Context: an optimization exercise on an open-source flow, tuned for small area. The choices shown serve that exercise and are no tape-out recipe. In this exercise RTL edits were held to simulation tests only and were not proved equivalent to the original. Power is estimated from default activity; no workload was simulated.

==> flow/design.v (excerpt) <==
module dram_address_mapper_core #(
	parameter int BLOCK_OFFSET_BITS = 6,
	parameter int ROW_BITS          = 16
) (
	input  logic                           clk,
	input  logic                           arst_n,
	input  logic                           req_valid,
	output logic                           req_ready,
	input  logic                           req_type,
	input  logic [63:0]                    req_address,
	input  logic [7:0]                     req_new_bank_index,
	output logic                           rsp_valid,
	input  logic                           rsp_ready,
	output logic [3:0]                     rsp_channel,
	output logic [3:0]                     rsp_bankgroup,
	output logic [3:0]                     rsp_bank,
	output logic [15:0]                    rsp_row,
	output logic [7:0]                     rsp_flat_bank,
	output logic [63:0]                    rsp_rewritten_address,
	input  logic                           cfg_we,
	input  logic [dam_pkg::CFG_IDX_W-1:0]  cfg_index,
	input  logic [dam_pkg::CFG_DATA_W-1:0] cfg_wdata
);
  ...
Settings: LEC_CHECK=0, CAP_MARGIN=5, CORE_MARGIN=2, CORE_UTILIZATION=50, GPL_TIMING_DRIVEN=0, SLEW_MARGIN=5; clock period 7.5 ns.
standard.sh (not shown) runs the stock make flow with config.mk's settings and CLKGATE_MAP_FILE= SYNTH_SCRIPT=/design/flow/synth_recipe.tcl, a recipe that flattens the netlist after the stock synthesis.
==> flow/flow/run.sh <==
#!/bin/bash
# Standard layout with three changes: the synthesis maps the logic with an
# area-oriented ABC script (flow/abc_small.script) in place of ORFS's, the
# port buffers are made from the smallest buffer cell, and clock tree
# synthesis inserts no dummy loads. Everything else, registers included, is
# the standard synthesis and layout.
set -euo pipefail
here=$(pwd)
export FLOW_ABC_SCRIPT="$here/flow/abc_small.script"
{
	head -n 1 synth_recipe.tcl
	cat <<'TCL'
proc abc {args} {
  set i [lsearch -exact $args -script]
  if {$i >= 0} { lset args [expr {$i + 1}] $::env(FLOW_ABC_SCRIPT) }
  yosys abc {*}$args
}
TCL
	tail -n +2 synth_recipe.tcl
} > flow_synth.tcl
export BUFFER_PORTS_ARGS="-buffer_cell sky130_fd_sc_hd__buf_1"
export CTS_ARGS="-sink_clustering_enable -repair_clock_nets -buf_list sky130_fd_sc_hd__clkbuf_8 -dont_use_dummy_load"
vars=("SYNTH_SCRIPT=$here/flow_synth.tcl" "BUFFER_PORTS_ARGS=$BUFFER_PORTS_ARGS" "CTS_ARGS=$CTS_ARGS")
bash standard.sh "${vars[@]}" synth > synth.log 2>&1
bash standard.sh "${vars[@]}" finish > layout.log 2>&1
==> flow/flow/abc_small.script <==
strash
dc2
dch -f
amap
topo
dnsize -c
The baseline finished with timing, DRC and antenna clean.
Change:
==> flow/flow/abc_small.script (replaced) <==
strash
dc2
dch -f
amap
strash
dch -f
amap
strash
dch -f
amap
topo
dnsize -c
CAP_MARGIN = 0   (was 5)
SLEW_MARGIN = 0   (was 5)
What happened: Clock-buffer cell count is unchanged; maximum frequency rose by 0.94%; via count goes down by 0.85%.
Change:
CAP_MARGIN = 5   (was 0)
CORE_UTILIZATION = 57   (was 50)
SLEW_MARGIN = 5   (was 0)
Result: Synthesized area stays the same; clock-buffer cell count does not change; via count came out higher by 1.4%; sequential cell count does not change; routed wire length came out lower by 1.6%; cell area stays flat; register-to-register slack improves by 0.05 ns; fmax climbs by 0.70%; combinational power stays flat; clock skew increases by 0.0052 ns.
Change:
--- a/flow/flow/run.sh
+++ b/flow/flow/run.sh
@@ -22 +22 @@
-export CTS_ARGS="-sink_clustering_enable -repair_clock_nets -buf_list sky130_fd_sc_hd__clkbuf_8 -dont_use_dummy_load"
+export CTS_ARGS="-sink_clustering_enable -repair_clock_nets -buf_list sky130_fd_sc_hd__clkbuf_16 -dont_use_dummy_load -sink_clustering_size 30 -sink_clustering_max_diameter 100"
==> flow/flow/abc_small.script (replaced) <==
strash
dc2
dch -f
amap
topo
dnsize -c
CORE_UTILIZATION = 50   (was 57)
Result:
- via count shrinks by 0.36%
- global-route usage is lower by 3.4 points
- worst setup slack gets worse by 0.19 ns
- die area is higher by 14%
- sequential power stays flat
- combinational power rose by about 4%
- cell area climbs by 2.3%
- count of clock-buffer cells in the layout stays the same
- routed wire length goes up by 2.0%
- worst hold slack loses 0.012 ns
- power is higher by 6.3%
Change:
--- a/flow/flow/run.sh
+++ b/flow/flow/run.sh
@@ -22 +22 @@
-export CTS_ARGS="-sink_clustering_enable -repair_clock_nets -buf_list sky130_fd_sc_hd__clkbuf_16 -dont_use_dummy_load -sink_clustering_size 30 -sink_clustering_max_diameter 100"
+export CTS_ARGS="-sink_clustering_enable -repair_clock_nets -buf_list sky130_fd_sc_hd__clkbuf_16 -dont_use_dummy_load"
CAP_MARGIN = 20   (was 5)
SLEW_MARGIN = 20   (was 5)
After rerunning: Maximum frequency rises by 3.9%; core utilization rises by 0.24 points; final cell count hardly moves; clock skew is about the same; routed wire length hardly moves; total power rises by 0.75%.

Setup of job 881:
Starting RTL as in the previous note.
export LEC_CHECK = 0
export CAP_MARGIN = 5
export CORE_MARGIN = 2
export CORE_UTILIZATION = 50
export GPL_TIMING_DRIVEN = 0
export SLEW_MARGIN = 5
create_clock -name core_clock -period 7.5 [get_ports {clk}]
==> flow/flow/run.sh <==
#!/bin/bash
# Standard layout with three changes: the synthesis maps the logic with an
# area-oriented ABC script (flow/abc_small.script) in place of ORFS's, the
# port buffers are made from the smallest buffer cell, and clock tree
# synthesis inserts no dummy loads. Everything else, registers included, is
# the standard synthesis and layout.
set -euo pipefail
here=$(pwd)
export FLOW_ABC_SCRIPT="$here/flow/abc_small.script"
{
	head -n 1 synth_recipe.tcl
	cat <<'TCL'
proc abc {args} {
  set i [lsearch -exact $args -script]
  if {$i >= 0} { lset args [expr {$i + 1}] $::env(FLOW_ABC_SCRIPT) }
  yosys abc {*}$args
}
TCL
	tail -n +2 synth_recipe.tcl
} > flow_synth.tcl
export BUFFER_PORTS_ARGS="-buffer_cell sky130_fd_sc_hd__buf_1"
export CTS_ARGS="-sink_clustering_enable -repair_clock_nets -buf_list sky130_fd_sc_hd__clkbuf_8 -dont_use_dummy_load"
vars=("SYNTH_SCRIPT=$here/flow_synth.tcl" "BUFFER_PORTS_ARGS=$BUFFER_PORTS_ARGS" "CTS_ARGS=$CTS_ARGS")
bash standard.sh "${vars[@]}" synth > synth.log 2>&1
bash standard.sh "${vars[@]}" finish > layout.log 2>&1
==> flow/flow/abc_small.script <==
strash
dc2
dch -f
amap
strash
dch -f
amap
strash
dch -f
amap
topo
dnsize -c
## Diff of input files: job 4619 against job 881
==> flow/flow/abc_small.script <==
strash
dc2
dch -f
amap -F 10
strash
dch -f
amap -F 10
strash
dch -f
amap -F 10
topo
dnsize -c
--- outcome ---
Taking job 881 as the reference, in job 4619 combinational share of power climbed 2.0 points; power climbed 7.0%; total power divided by cell area climbed 37 nW/um^2.
Input changes introduced in job 4589 (baseline for comparison: job 4619):
-- flow/flow/run.sh --
<<< job 4619, line 20
} > flow_synth.tcl
export BUFFER_PORTS_ARGS="-buffer_cell sky130_fd_sc_hd__buf_1"
export CTS_ARGS="-sink_clustering_enable -repair_clock_nets -buf_list sky130_fd_sc_hd__clkbuf_8 -dont_use_dummy_load"
vars=("SYNTH_SCRIPT=$here/flow_synth.tcl" "BUFFER_PORTS_ARGS=$BUFFER_PORTS_ARGS" "CTS_ARGS=$CTS_ARGS")
bash standard.sh "${vars[@]}" synth > synth.log 2>&1
>>> job 4589, line 20
} > flow_synth.tcl
export BUFFER_PORTS_ARGS="-buffer_cell sky130_fd_sc_hd__buf_1"
export CTS_ARGS="-sink_clustering_enable -repair_clock_nets -buf_list sky130_fd_sc_hd__clkbuf_16 -dont_use_dummy_load"
vars=("SYNTH_SCRIPT=$here/flow_synth.tcl" "BUFFER_PORTS_ARGS=$BUFFER_PORTS_ARGS" "CTS_ARGS=$CTS_ARGS")
bash standard.sh "${vars[@]}" synth > synth.log 2>&1
==> flow/flow/abc_small.script <==
strash
dc2
dch -f
amap
strash
dch -f
amap
strash
dch -f
amap
topo
dnsize -c
--- outcome ---
Higher area fraction of clock buffers and clock inverters was reported by job 4589, not job 4619.
| total iterations of the first detailed-routing run | lower: job 4589 |
First-pass GRT wire length, job 4589 vs job 4619: up slightly
Sort job 4619 and job 4589 by synthesized instance count, descending, and job 4589 comes first.
Compared with job 4619, in job 4589 post-route total power went down by 3.3%; clock network power share has increased.

Another version of the RTL of dram_address_mapper_core (not shown whole).
Size in the first run: roughly 1200 cells after synthesis, roughly 190 I/O pins, about 12000 sq um of cells after synthesis.
clock: 7.5 ns
lec_check: 0
cap_margin: 20
core_margin: 2
core_utilization: 45
gpl_timing_driven: 0
slew_margin: 20
==> flow/flow/run.sh <==
#!/bin/bash
# Standard layout with two changes: the synthesis maps the logic with an
# area-oriented ABC script (flow/abc_small.script) in place of ORFS's, and the
# port buffers are made from the smallest buffer cell. Everything else,
# registers included, is the standard synthesis and layout.
set -euo pipefail
here=$(pwd)
export FLOW_ABC_SCRIPT="$here/flow/abc_small.script"
{
	head -n 1 synth_recipe.tcl
	cat <<'TCL'
proc abc {args} {
  set i [lsearch -exact $args -script]
  if {$i >= 0} { lset args [expr {$i + 1}] $::env(FLOW_ABC_SCRIPT) }
  yosys abc {*}$args
}
TCL
	tail -n +2 synth_recipe.tcl
} > flow_synth.tcl
export BUFFER_PORTS_ARGS="-buffer_cell sky130_fd_sc_hd__buf_1"
bash standard.sh "SYNTH_SCRIPT=$here/flow_synth.tcl" "BUFFER_PORTS_ARGS=$BUFFER_PORTS_ARGS" synth > synth.log 2>&1
bash standard.sh "SYNTH_SCRIPT=$here/flow_synth.tcl" "BUFFER_PORTS_ARGS=$BUFFER_PORTS_ARGS" finish > layout.log 2>&1
==> flow/flow/abc_small.script <==
strash
dc2
dch -f
amap
topo
dnsize -c
The starting point ran to the end with no violations.
Change:
==> flow/flow/run.sh (replaced) <==
#!/bin/bash
# Standard layout with three changes: the synthesis maps the logic with an
# area-oriented ABC script (flow/abc_small.script) in place of ORFS's, the
# port buffers are made from the smallest buffer cell, and clock tree
# synthesis inserts no dummy loads. Everything else, registers included, is
# the standard synthesis and layout.
set -euo pipefail
here=$(pwd)
export FLOW_ABC_SCRIPT="$here/flow/abc_small.script"
{
	head -n 1 synth_recipe.tcl
	cat <<'TCL'
proc abc {args} {
  set i [lsearch -exact $args -script]
  if {$i >= 0} { lset args [expr {$i + 1}] $::env(FLOW_ABC_SCRIPT) }
  yosys abc {*}$args
}
TCL
	tail -n +2 synth_recipe.tcl
} > flow_synth.tcl
export BUFFER_PORTS_ARGS="-buffer_cell sky130_fd_sc_hd__buf_1"
export CTS_ARGS="-sink_clustering_enable -repair_clock_nets -buf_list sky130_fd_sc_hd__clkbuf_16 -dont_use_dummy_load"
vars=("SYNTH_SCRIPT=$here/flow_synth.tcl" "BUFFER_PORTS_ARGS=$BUFFER_PORTS_ARGS" "CTS_ARGS=$CTS_ARGS")
bash standard.sh "${vars[@]}" synth > synth.log 2>&1
bash standard.sh "${vars[@]}" finish > layout.log 2>&1
--- a/flow/config.mk
+++ b/flow/config.mk
@@ -9,3 +9,3 @@
 export CORE_MARGIN = 2
-export CORE_UTILIZATION = 45
+export CORE_UTILIZATION = 50
 export GPL_TIMING_DRIVEN = 0
Outcome: The new run produced a clean layout; synthesized area is unchanged; cell area falls slightly; via count rises slightly; worst setup slack got worse by 29 ps.

port drivers added, routing unchanged:
How much do the figures lean on ideal ports? The routed layouts below were timed once more, with nothing changed but the port constraints.
Step 1 (the two cells are an assumption about what drives the block):
set clk [get_ports {clk}]
set_driving_cell -lib_cell sky130_fd_sc_hd__clkbuf_16 $clk
set_driving_cell -lib_cell sky130_fd_sc_hd__buf_2 [delete_from_list [all_inputs] $clk]
Step 2 times the ports against the registers' clock, not the clock port: input delays grow and output delays shrink by t, the midpoint of the rising clock arrivals with the driver on.
Slacks: no drivers / after step 1 / after step 2; pairs: no drivers / after step 1.
| run | t, ns | setup WS [ns] | worst setup path after step 2 | latest minus earliest clock arrival (ns) | worst data-port slew with drivers (ns) |
|---|---|---|---|---|---|
| the first run of note 1 | 0.513 | 0.439 / 0.439 / 0.439 | register to register | 0.034 / 0.034 | 0.05 |
| the second run of note 1 | 0.510 | 0.505 / 0.505 / 0.505 | register to register | 0.037 / 0.037 | 0.06 |
| the third run of note 1 | 0.526 | 0.553 / 0.553 / 0.553 | register to register | 0.048 / 0.048 | 0.05 |
| the fourth run of note 1 | 0.479 | 0.364 / 0.364 / 0.364 | register to register | 0.022 / 0.022 | 0.05 |
| the fifth run of note 1 | 0.480 | 0.635 / 0.635 / 0.635 | register to register | 0.023 / 0.023 | 0.05 |
| job 881 | 0.520 | 0.607 / 0.607 / 0.607 | register to register | 0.039 / 0.039 | 0.06 |
| job 4619 | 0.510 | 0.532 / 0.532 / 0.532 | register to register | 0.046 / 0.046 | 0.05 |
| job 4589 | 0.480 | 0.591 / 0.591 / 0.591 | register to register | 0.025 / 0.025 | 0.06 |
| the first run of note 3 | 0.493 | 0.235 / 0.188 / 0.681 | register to output | 0.020 / 0.020 | 0.05 |
| the second run of note 3 | 0.478 | 0.206 / 0.156 / 0.634 | register to output | 0.033 / 0.033 | 0.06 |
After both steps setup and hold are still met in every run listed.
